This design comes from an exercise in tuning for small area, a short achievable clock period and few clock cycles per item on the open sky130 flow, not from production work.
At most, simulation tests tie the RTL to the original design; equivalence was not proved.
No activity file was given, so power comes from the tool's default toggle rates.

// tlb_page_table_lru_translate_core
module tlb_page_table_lru_translate_core
(
   input  logic               clock,
   input  logic               reset,
   input  logic               start,
   output logic               busy,
   input  logic [ADDR_W-1:0]  req_logical_address,
   output logic               rsp_valid,
   output logic [PHYS_W-1:0]  rsp_physical_address,
   output logic               rsp_tlb_hit,
   output logic               rsp_page_fault,
   output logic               rsp_evicted,
   output logic [PAGE_W-1:0]  rsp_evicted_page,
   output logic [FRAME_W-1:0] rsp_frame_used,
   output logic [TLB_W-1:0]   rsp_tlb_slot,
   output logic [COUNT_W-1:0] rsp_hit_total,
   output logic [COUNT_W-1:0] rsp_fault_total
);
Size in the first run: about 440 cells after synthesis, ~5300 um2 of cells after synthesis.
Settings: LEC_CHECK=0, CAP_MARGIN=20, CORE_MARGIN=2, CORE_UTILIZATION=60, CTS_BUF_LIST=sky130_fd_sc_hd__clkbuf_4 sky130_fd_sc_hd__clkbuf_8, CTS_CLUSTER_DIAMETER=60, CTS_CLUSTER_SIZE=30, SLEW_MARGIN=20; clock period 8.5 ns.
standard.sh (not shown) runs the stock make flow with config.mk's settings and CLKGATE_MAP_FILE= SYNTH_SCRIPT=/design/flow/synth_recipe.tcl, a recipe that flattens the netlist after the stock synthesis.
==> flow/flow/run.sh <==
#!/bin/bash
# Standard layout with small port buffers, a clock tree of small leaf buffers
# under one strong root buffer and no dummy loads, and timing repair aimed
# below the design's period.
set -euo pipefail
export BUFFER_PORTS_ARGS="-buffer_cell sky130_fd_sc_hd__buf_2"
export CTS_ARGS="-repair_clock_nets -dont_use_dummy_load -buf_list sky130_fd_sc_hd__clkbuf_4 -root_buf sky130_fd_sc_hd__clkbuf_16"
export SETUP_SLACK_MARGIN=5.85
export POST_GLOBAL_ROUTE_TCL="$(pwd)/flow/recover.tcl"
bash standard.sh > standard.log 2>&1
==> flow/flow/recover.tcl <==
# After global routing: downsize gates off the critical paths, then repair
# timing again to the same margin, and reroute the nets that changed.
global_route -start_incremental
repair_timing -recover_power 100 -verbose
repair_timing -setup_margin $::env(SETUP_SLACK_MARGIN) -repair_tns 100 -verbose
detailed_placement
global_route -end_incremental
estimate_parasitics -global_routing
report_design_area
report_worst_slack -max
Testbench counts at the start, summed over its fixed seeds: cycles 16,016, items 16,000.
Rerun with:
--- a/flow/flow/run.sh
+++ b/flow/flow/run.sh
@@ -8 +8 @@
-export SETUP_SLACK_MARGIN=5.85
+export SETUP_SLACK_MARGIN=5.75
After rerunning: Final cell count shrinks slightly; sequential power stays flat; die area does not change; register-to-register slack barely changes; non-clock buffer count came out lower by 7; via count shrinks by a few percent; sequential share of layout area grows by 1.0 points; power came out lower slightly; wire length drops by a few percent.
Rerun with:
==> flow/flow/run.sh (replaced) <==
#!/bin/bash
# Standard layout with: an area-oriented ABC script in synthesis, small port
# buffers, a clock tree of small leaf buffers under one strong root buffer
# and no dummy loads, and timing repair aimed below the design's period.
set -euo pipefail
W="$(pwd)"
export AREA_ABC_SCRIPT="$W/flow/area.abc"
export FLOW_SYNTH_TCL="$W/synth_recipe.tcl"
export BUFFER_PORTS_ARGS="-buffer_cell sky130_fd_sc_hd__buf_2"
export CTS_ARGS="-repair_clock_nets -dont_use_dummy_load -buf_list sky130_fd_sc_hd__clkbuf_4 -root_buf sky130_fd_sc_hd__clkbuf_16"
export SETUP_SLACK_MARGIN=5.8
bash standard.sh SYNTH_SCRIPT="$W/flow/area_synth.tcl" synth > synth.log 2>&1
bash standard.sh > standard.log 2>&1
==> flow/flow/area.abc (new file) <==
strash
dch
map -a
topo
==> flow/flow/area_synth.tcl (new file) <==
# synth_recipe.tcl (the standard synthesis) with an area-oriented ABC mapping
# script in place of ORFS's: only the combinational mapping changes, the
# registers are the standard synthesis's.
proc abc {args} {
  set i [lsearch -exact $args -script]
  if {$i >= 0} {
    lset args [expr {$i + 1}] $::env(AREA_ABC_SCRIPT)
  }
  yosys abc {*}$args
}
source $::env(FLOW_SYNTH_TCL)
removed: flow/flow/recover.tcl
What happened: The changed run ran to the end with no violations. Design area increases slightly. Hold slack is about the same. Die area drops by a few percent. Setup slack is worse by 0.019 ns. Fmax fell slightly. Routed wire length increases by a few percent.
Rerun with:
==> flow/flow/run.sh (replaced) <==
#!/bin/bash
# Standard layout with small port buffers, a clock tree of small leaf buffers
# under one strong root buffer and no dummy loads, and timing repair aimed
# below the design's period.
set -euo pipefail
export BUFFER_PORTS_ARGS="-buffer_cell sky130_fd_sc_hd__buf_2"
export CTS_ARGS="-repair_clock_nets -dont_use_dummy_load -buf_list sky130_fd_sc_hd__clkbuf_4 -root_buf sky130_fd_sc_hd__clkbuf_16"
export SETUP_SLACK_MARGIN=5.8
export SETUP_MOVE_SEQUENCE="unbuffer,sizeup,swap"
export POST_GLOBAL_ROUTE_TCL="$(pwd)/flow/recover.tcl"
bash standard.sh > standard.log 2>&1
==> flow/flow/recover.tcl (new file) <==
# After global routing: downsize gates off the critical paths, then repair
# timing again to the same margin, and reroute the nets that changed.
global_route -start_incremental
repair_timing -recover_power 100 -verbose
repair_timing -setup_margin $::env(SETUP_SLACK_MARGIN) -repair_tns 100 -verbose
detailed_placement
global_route -end_incremental
estimate_parasitics -global_routing
report_design_area
report_worst_slack -max
removed: flow/flow/area.abc
removed: flow/flow/area_synth.tcl
Outcome: Maximum frequency went up by 1.6%; power went down by 2.4%; first-iteration DRC count went down by 32%; utilization went down by 3.6 points; cell area is about the same.
Rerun with:
--- a/flow/flow/run.sh
+++ b/flow/flow/run.sh
@@ -9,2 +8,0 @@
-export SETUP_MOVE_SEQUENCE="unbuffer,sizeup,swap"
-export POST_GLOBAL_ROUTE_TCL="$(pwd)/flow/recover.tcl"
removed: flow/flow/recover.tcl
The new run produced a clean layout.
Setup slack gets worse by 0.0068 ns.
Clock-buffer cell count stays the same.
Power barely changes.
First-iteration DRC count falls by a few percent.
Sequential power hardly moves.
Sequential share of layout area falls by 0.26 points.
Area after synthesis stays the same.
Final area rises slightly.
Non-clock buffer count falls by 11.
Wire length stays flat.
Die area stays the same.

---

tlb_page_table_lru_translate_core, a different RTL version from the one above (not shown whole).
Size in the first run: about 460 cells after synthesis, about 130 flip-flops, ~72 I/O pins.
clock: 8.5 ns
lec_check: 0
cap_margin: 20
core_margin: 2
core_utilization: 60
cts_buf_list: sky130_fd_sc_hd__clkbuf_4 sky130_fd_sc_hd__clkbuf_8
cts_cluster_diameter: 60
cts_cluster_size: 30
slew_margin: 20
==> flow/flow/run.sh <==
#!/bin/bash
# Standard layout, with small port buffers and a clock tree without dummy loads.
set -euo pipefail
export BUFFER_PORTS_ARGS="-buffer_cell sky130_fd_sc_hd__buf_2"
export CTS_ARGS="-sink_clustering_enable -repair_clock_nets -dont_use_dummy_load -buf_list {sky130_fd_sc_hd__clkbuf_4 sky130_fd_sc_hd__clkbuf_8} -sink_clustering_size 30 -sink_clustering_max_diameter 60"
export SETUP_SLACK_MARGIN=5.7
bash standard.sh > standard.log 2>&1
The first run completed with no timing, DRC or antenna violations.
Testbench counts at the start, summed over its fixed seeds: cycles 16,016, items 16,000.
Next try:
==> flow/flow/run.sh (replaced) <==
#!/bin/bash
# Standard layout, with small port buffers and a clock tree without dummy loads.
set -euo pipefail
export BUFFER_PORTS_ARGS="-buffer_cell sky130_fd_sc_hd__buf_2"
export CTS_ARGS="-sink_clustering_enable -repair_clock_nets -dont_use_dummy_load"
bash standard.sh > standard.log 2>&1
- CORE_UTILIZATION: 60 -> 40
- CTS_BUF_LIST: sky130_fd_sc_hd__clkbuf_4 sky130_fd_sc_hd__clkbuf_8 -> default
- CTS_CLUSTER_DIAMETER: 60 -> default
- CTS_CLUSTER_SIZE: 30 -> default
Outcome: Core utilization decreases by 22 points; register-to-register slack gets worse by 0.43 ns; sequential power hardly moves.
Next try:
==> flow/flow/run.sh (replaced) <==
#!/bin/bash
# Standard layout, with small port buffers and a clock tree without dummy loads.
set -euo pipefail
export BUFFER_PORTS_ARGS="-buffer_cell sky130_fd_sc_hd__buf_2"
export CTS_ARGS="-sink_clustering_enable -repair_clock_nets -dont_use_dummy_load -buf_list {sky130_fd_sc_hd__clkbuf_4 sky130_fd_sc_hd__clkbuf_8} -sink_clustering_size 30 -sink_clustering_max_diameter 60"
bash standard.sh > standard.log 2>&1
- CORE_UTILIZATION: 40 -> 60
- CTS_BUF_LIST: default -> sky130_fd_sc_hd__clkbuf_4 sky130_fd_sc_hd__clkbuf_8
- CTS_CLUSTER_DIAMETER: default -> 60
- CTS_CLUSTER_SIZE: default -> 30
Result: Via count came out higher by 0.91%; wire length came out lower by 4.3%; setup slack is worse by 0.063 ns; non-clock buffer count came out higher by 2; synthesized area is unchanged; die area came out lower by 32%; clock skew came out higher by 0.017 ns; sequential share of layout area came out higher by 2.3 points; first-iteration DRC count came out lower by 32%; total power came out lower by 15%; clock-buffer cell count is unchanged.

---

RTL: one of the versions met above, not the one the previous note started from.
Size: roughly 130 flip-flops, roughly 72 I/O pins.
export LEC_CHECK = 0
export CAP_MARGIN = 20
export CORE_MARGIN = 2
export CORE_UTILIZATION = 60
export CTS_BUF_LIST = sky130_fd_sc_hd__clkbuf_4 sky130_fd_sc_hd__clkbuf_8
export CTS_CLUSTER_DIAMETER = 60
export CTS_CLUSTER_SIZE = 30
export SLEW_MARGIN = 20
create_clock -name core_clock -period 8.5 [get_ports {clock}]
==> flow/flow/run.sh <==
#!/bin/bash
# Standard layout with small port buffers, a clock tree of small leaf buffers
# under one strong root buffer and no dummy loads, and timing repair aimed
# below the design's period.
set -euo pipefail
export BUFFER_PORTS_ARGS="-buffer_cell sky130_fd_sc_hd__buf_2"
export CTS_ARGS="-repair_clock_nets -dont_use_dummy_load -buf_list sky130_fd_sc_hd__clkbuf_4 -root_buf sky130_fd_sc_hd__clkbuf_16"
export SETUP_SLACK_MARGIN=5.9
bash standard.sh > standard.log 2>&1
Testbench counts at the start, summed over its fixed seeds: cycles 16,016, items 16,000.
Next try:
--- a/flow/flow/run.sh
+++ b/flow/flow/run.sh
@@ -7,3 +7,3 @@
 export CTS_ARGS="-repair_clock_nets -dont_use_dummy_load -buf_list sky130_fd_sc_hd__clkbuf_4 -root_buf sky130_fd_sc_hd__clkbuf_16"
-export SETUP_SLACK_MARGIN=5.9
+export SETUP_SLACK_MARGIN=5.85
 bash standard.sh > standard.log 2>&1
Outcome: Routed wire length shrinks by 4.3%; synthesized area does not change; core utilization shrinks by 1.4 points; sequential power hardly moves; cell count shrinks by 1.1%; flip-flop and latch count stays the same.
Next try:
--- a/flow/flow/run.sh
+++ b/flow/flow/run.sh
@@ -7,3 +7,4 @@
 export CTS_ARGS="-repair_clock_nets -dont_use_dummy_load -buf_list sky130_fd_sc_hd__clkbuf_4 -root_buf sky130_fd_sc_hd__clkbuf_16"
-export SETUP_SLACK_MARGIN=5.85
+export SETUP_SLACK_MARGIN=5.8
+export POST_GLOBAL_ROUTE_TCL="$(pwd)/flow/recover.tcl"
 bash standard.sh > standard.log 2>&1
==> flow/flow/recover.tcl (new file) <==
# After global routing: downsize gates off the critical paths, then repair
# timing again to the same margin, and reroute the nets that changed.
global_route -start_incremental
repair_timing -recover_power 100 -verbose
repair_timing -setup_margin $::env(SETUP_SLACK_MARGIN) -repair_tns 100 -verbose
detailed_placement
global_route -end_incremental
estimate_parasitics -global_routing
report_design_area
report_worst_slack -max
Settings changed: CORE_UTILIZATION 60 to 50.
Effect: Total power hardly moves; non-clock buffer count stays the same; area after synthesis does not change; worst hold slack hardly moves; clock-buffer cell count stays the same; wire length rose by a few percent; global-route usage fell by 2.2 points.

---

## run 1
tlb_page_table_lru_translate_core, a different RTL version from the one above (not shown whole).
For scale: roughly 440 cells after synthesis, about 140 flip-flops, roughly 0.0053 mm^2 of cells after synthesis.
==> flow/config.mk <==
export PLATFORM = sky130hd
export DESIGN_NAME = tlb_page_table_lru_translate_core
export DESIGN_NICKNAME = tlb_page_table_lru_translate_core
export VERILOG_FILES = /design/flow/design.v
export SDC_FILE = /design/flow/constraint.sdc
export NUM_CORES = 4
export LEC_CHECK = 0
export CAP_MARGIN = 20
export CORE_MARGIN = 2
export CORE_UTILIZATION = 60
export CTS_BUF_LIST = sky130_fd_sc_hd__clkbuf_4 sky130_fd_sc_hd__clkbuf_8
export CTS_CLUSTER_DIAMETER = 60
export CTS_CLUSTER_SIZE = 30
export SLEW_MARGIN = 20
==> flow/constraint.sdc <==
create_clock -name core_clock -period 8.5 [get_ports {clock}]
set_input_delay 1.7000 -clock core_clock [delete_from_list [all_inputs] [get_ports {clock}]]
set_output_delay 1.7000 -clock core_clock [all_outputs]
set_load 0.01 [all_outputs]
==> flow/flow/run.sh <==
#!/bin/bash
# Standard layout, with small port buffers and a clock tree without dummy loads.
set -euo pipefail
export BUFFER_PORTS_ARGS="-buffer_cell sky130_fd_sc_hd__buf_2"
export CTS_ARGS="-sink_clustering_enable -repair_clock_nets -dont_use_dummy_load -buf_list {sky130_fd_sc_hd__clkbuf_4 sky130_fd_sc_hd__clkbuf_8} -sink_clustering_size 30 -sink_clustering_max_diameter 60"
export SETUP_SLACK_MARGIN=5.8
bash standard.sh > standard.log 2>&1
In summary, run 1 completed successfully, with a layout that passed the timing, design-rule and antenna checks.
For run 2, these inputs were changed with respect to run 1:
==> flow/flow/run.sh <==
#!/bin/bash
# Standard layout, with small port buffers and a clock tree without dummy loads.
set -euo pipefail
export BUFFER_PORTS_ARGS="-buffer_cell sky130_fd_sc_hd__buf_2"
export CTS_ARGS="-sink_clustering_enable -repair_clock_nets -dont_use_dummy_load -buf_list {sky130_fd_sc_hd__clkbuf_4 sky130_fd_sc_hd__clkbuf_8} -sink_clustering_size 30 -sink_clustering_max_diameter 60"
export SETUP_SLACK_MARGIN=5.9
bash standard.sh > standard.log 2>&1
==> comparison <==
- When run 2 is measured against run 1, its worst setup slack turns out 0.051 ns higher.
- Reported for run 2 and run 1, number of multi-input combinational cells turned out identical to the last digit.
- Run 2 vs. run 1: global-route usage has increased; wire length per cell has increased; first-pass GRT wire length has increased; post-route core utilization has increased; worst-case vdd ir drop has decreased.
- Comparing buffer count excluding the clock tree in the final layout for run 2 and run 1, the smaller number came from run 1.
- Fraction of standard cell area that is sequential, run 2 and run 1, lower one = run 2.
- Run 2 gives more net switching power than run 1 did.
The inputs of run 3 differ from those of run 2 as listed below.
==> flow/flow/run.sh <==
#!/bin/bash
# Standard layout with small port buffers, a clock tree of small leaf buffers
# under one strong root buffer and no dummy loads, and timing repair aimed
# below the design's period.
set -euo pipefail
export BUFFER_PORTS_ARGS="-buffer_cell sky130_fd_sc_hd__buf_2"
export CTS_ARGS="-repair_clock_nets -dont_use_dummy_load -buf_list sky130_fd_sc_hd__clkbuf_8 -root_buf sky130_fd_sc_hd__clkbuf_16"
export SETUP_SLACK_MARGIN=5.95
export POST_GLOBAL_ROUTE_TCL="$(pwd)/flow/recover.tcl"
bash standard.sh > standard.log 2>&1
==> flow/flow/recover.tcl (new file) <==
# After global routing: downsize gates off the critical paths, then repair
# timing again to the same margin, and reroute the nets that changed.
global_route -start_incremental
repair_timing -recover_power 100 -verbose
repair_timing -setup_margin $::env(SETUP_SLACK_MARGIN) -repair_tns 100 -verbose
detailed_placement
global_route -end_incremental
estimate_parasitics -global_routing
report_design_area
report_worst_slack -max
--- outcome ---
When run 3 is set beside run 2, its fmax turns out to be 2.8% larger. The run showing the greater part of the power in the clock network is run 3. Final hold slack of run 2 is on par with run 3.
Changes in run 4 relative to run 3:
==> flow/flow/run.sh <==
#!/bin/bash
# Standard layout with small port buffers, a clock tree of small leaf buffers
# under one strong root buffer and no dummy loads, and timing repair aimed
# below the design's period.
set -euo pipefail
export BUFFER_PORTS_ARGS="-buffer_cell sky130_fd_sc_hd__buf_2"
export CTS_ARGS="-repair_clock_nets -dont_use_dummy_load -buf_list sky130_fd_sc_hd__clkbuf_8 -root_buf sky130_fd_sc_hd__clkbuf_16"
export SETUP_SLACK_MARGIN=6.05
export POST_GLOBAL_ROUTE_TCL="$(pwd)/flow/recover.tcl"
bash standard.sh > standard.log 2>&1
Findings:
Of run 4 and run 3, the higher fraction of met3 tracks used by global routing belongs to run 3.
Taking run 3 as the reference, in run 4 area growth from synthesis to layout rose by 6.4 points; placed standard-cell area stayed essentially flat; worst reg-to-reg path cell count fell by 4; shortest period the worst path allows fell by 0.021 ns; total power consumption of the routed design rose by about 1%.
Compared with run 3, run 4 shows a net load switching power that is 1.5% lower.
Run 4 against run 3: final-layout clock buffer total closely matched the old numbers; routability-driven placement congestion ratio fell by about 9%; multi-input gate area in the final layout closely matched the old numbers; final standard cell count with taps included and fillers excluded climbed 1.9%.
No run of this note included a check of the RTL's function; only the layout flow was run.

[separate check: timing with driven ports]
Ports are ideal in the flow. The routed layouts listed here were re-timed in OpenROAD. Step 1 (the two cells are an assumption about what drives the block):
set clk [get_ports {clock}]
set_driving_cell -lib_cell sky130_fd_sc_hd__clkbuf_16 $clk
set_driving_cell -lib_cell sky130_fd_sc_hd__buf_2 [delete_from_list [all_inputs] $clk]
Step 2 adds t to the input delays and takes it off the output delays; t is the mean of the earliest and latest rising clock arrival at the registers after step 1. Input paths then give back, and output paths get back, about the clock's delay inside the block. Three values: ideal ports, drivers, drivers and shift; two values: the first two.
run	shift t [ns]	setup slack, ns	latest minus earliest clock arrival (ns)	worst register clock-pin slew, ns	pins driven straight from the clock port
the first run of note 1	0.378	5.867 / 5.831 / 5.872	0.031 / 0.031	0.11 / 0.11	1
the second run of note 1	0.374	5.839 / 5.803 / 5.858	0.032 / 0.032	0.11 / 0.11	1
the third run of note 1	0.384	5.820 / 5.780 / 5.935	0.042 / 0.042	0.12 / 0.12	1
the fourth run of note 1	0.372	5.863 / 5.826 / 5.932	0.032 / 0.032	0.11 / 0.11	1
the fifth run of note 1	0.372	5.856 / 5.819 / 5.943	0.031 / 0.031	0.11 / 0.11	1
the first run of note 2	0.445	5.766 / 5.735 / 5.376	0.033 / 0.032	0.08 / 0.08	1
the second run of note 2	0.450	5.404 / 5.404 / 5.399	0.015 / 0.015	0.06 / 0.06	1
the third run of note 2	0.447	5.341 / 5.341 / 5.341	0.033 / 0.032	0.08 / 0.08	1
the first run of note 3	0.380	5.859 / 5.822 / 5.941	0.030 / 0.030	0.11 / 0.11	1
the second run of note 3	0.377	5.865 / 5.830 / 5.967	0.032 / 0.032	0.11 / 0.11	1
the third run of note 3	0.392	5.851 / 5.813 / 5.965	0.036 / 0.037	0.11 / 0.11	1
run 1	0.448	5.843 / 5.811 / 5.890	0.034 / 0.034	0.09 / 0.09	1
run 2	0.451	5.894 / 5.861 / 5.949	0.035 / 0.035	0.09 / 0.09	1
run 3	0.386	5.964 / 5.927 / 6.020	0.033 / 0.033	0.09 / 0.09	1
run 4	0.387	5.985 / 5.946 / 6.038	0.038 / 0.038	0.09 / 0.09	1
After both steps every run listed still meets setup and hold. The setup slack of the first run of note 2, which loses most, moves by -0.031 ns with the drivers and by -0.390 ns with both steps.
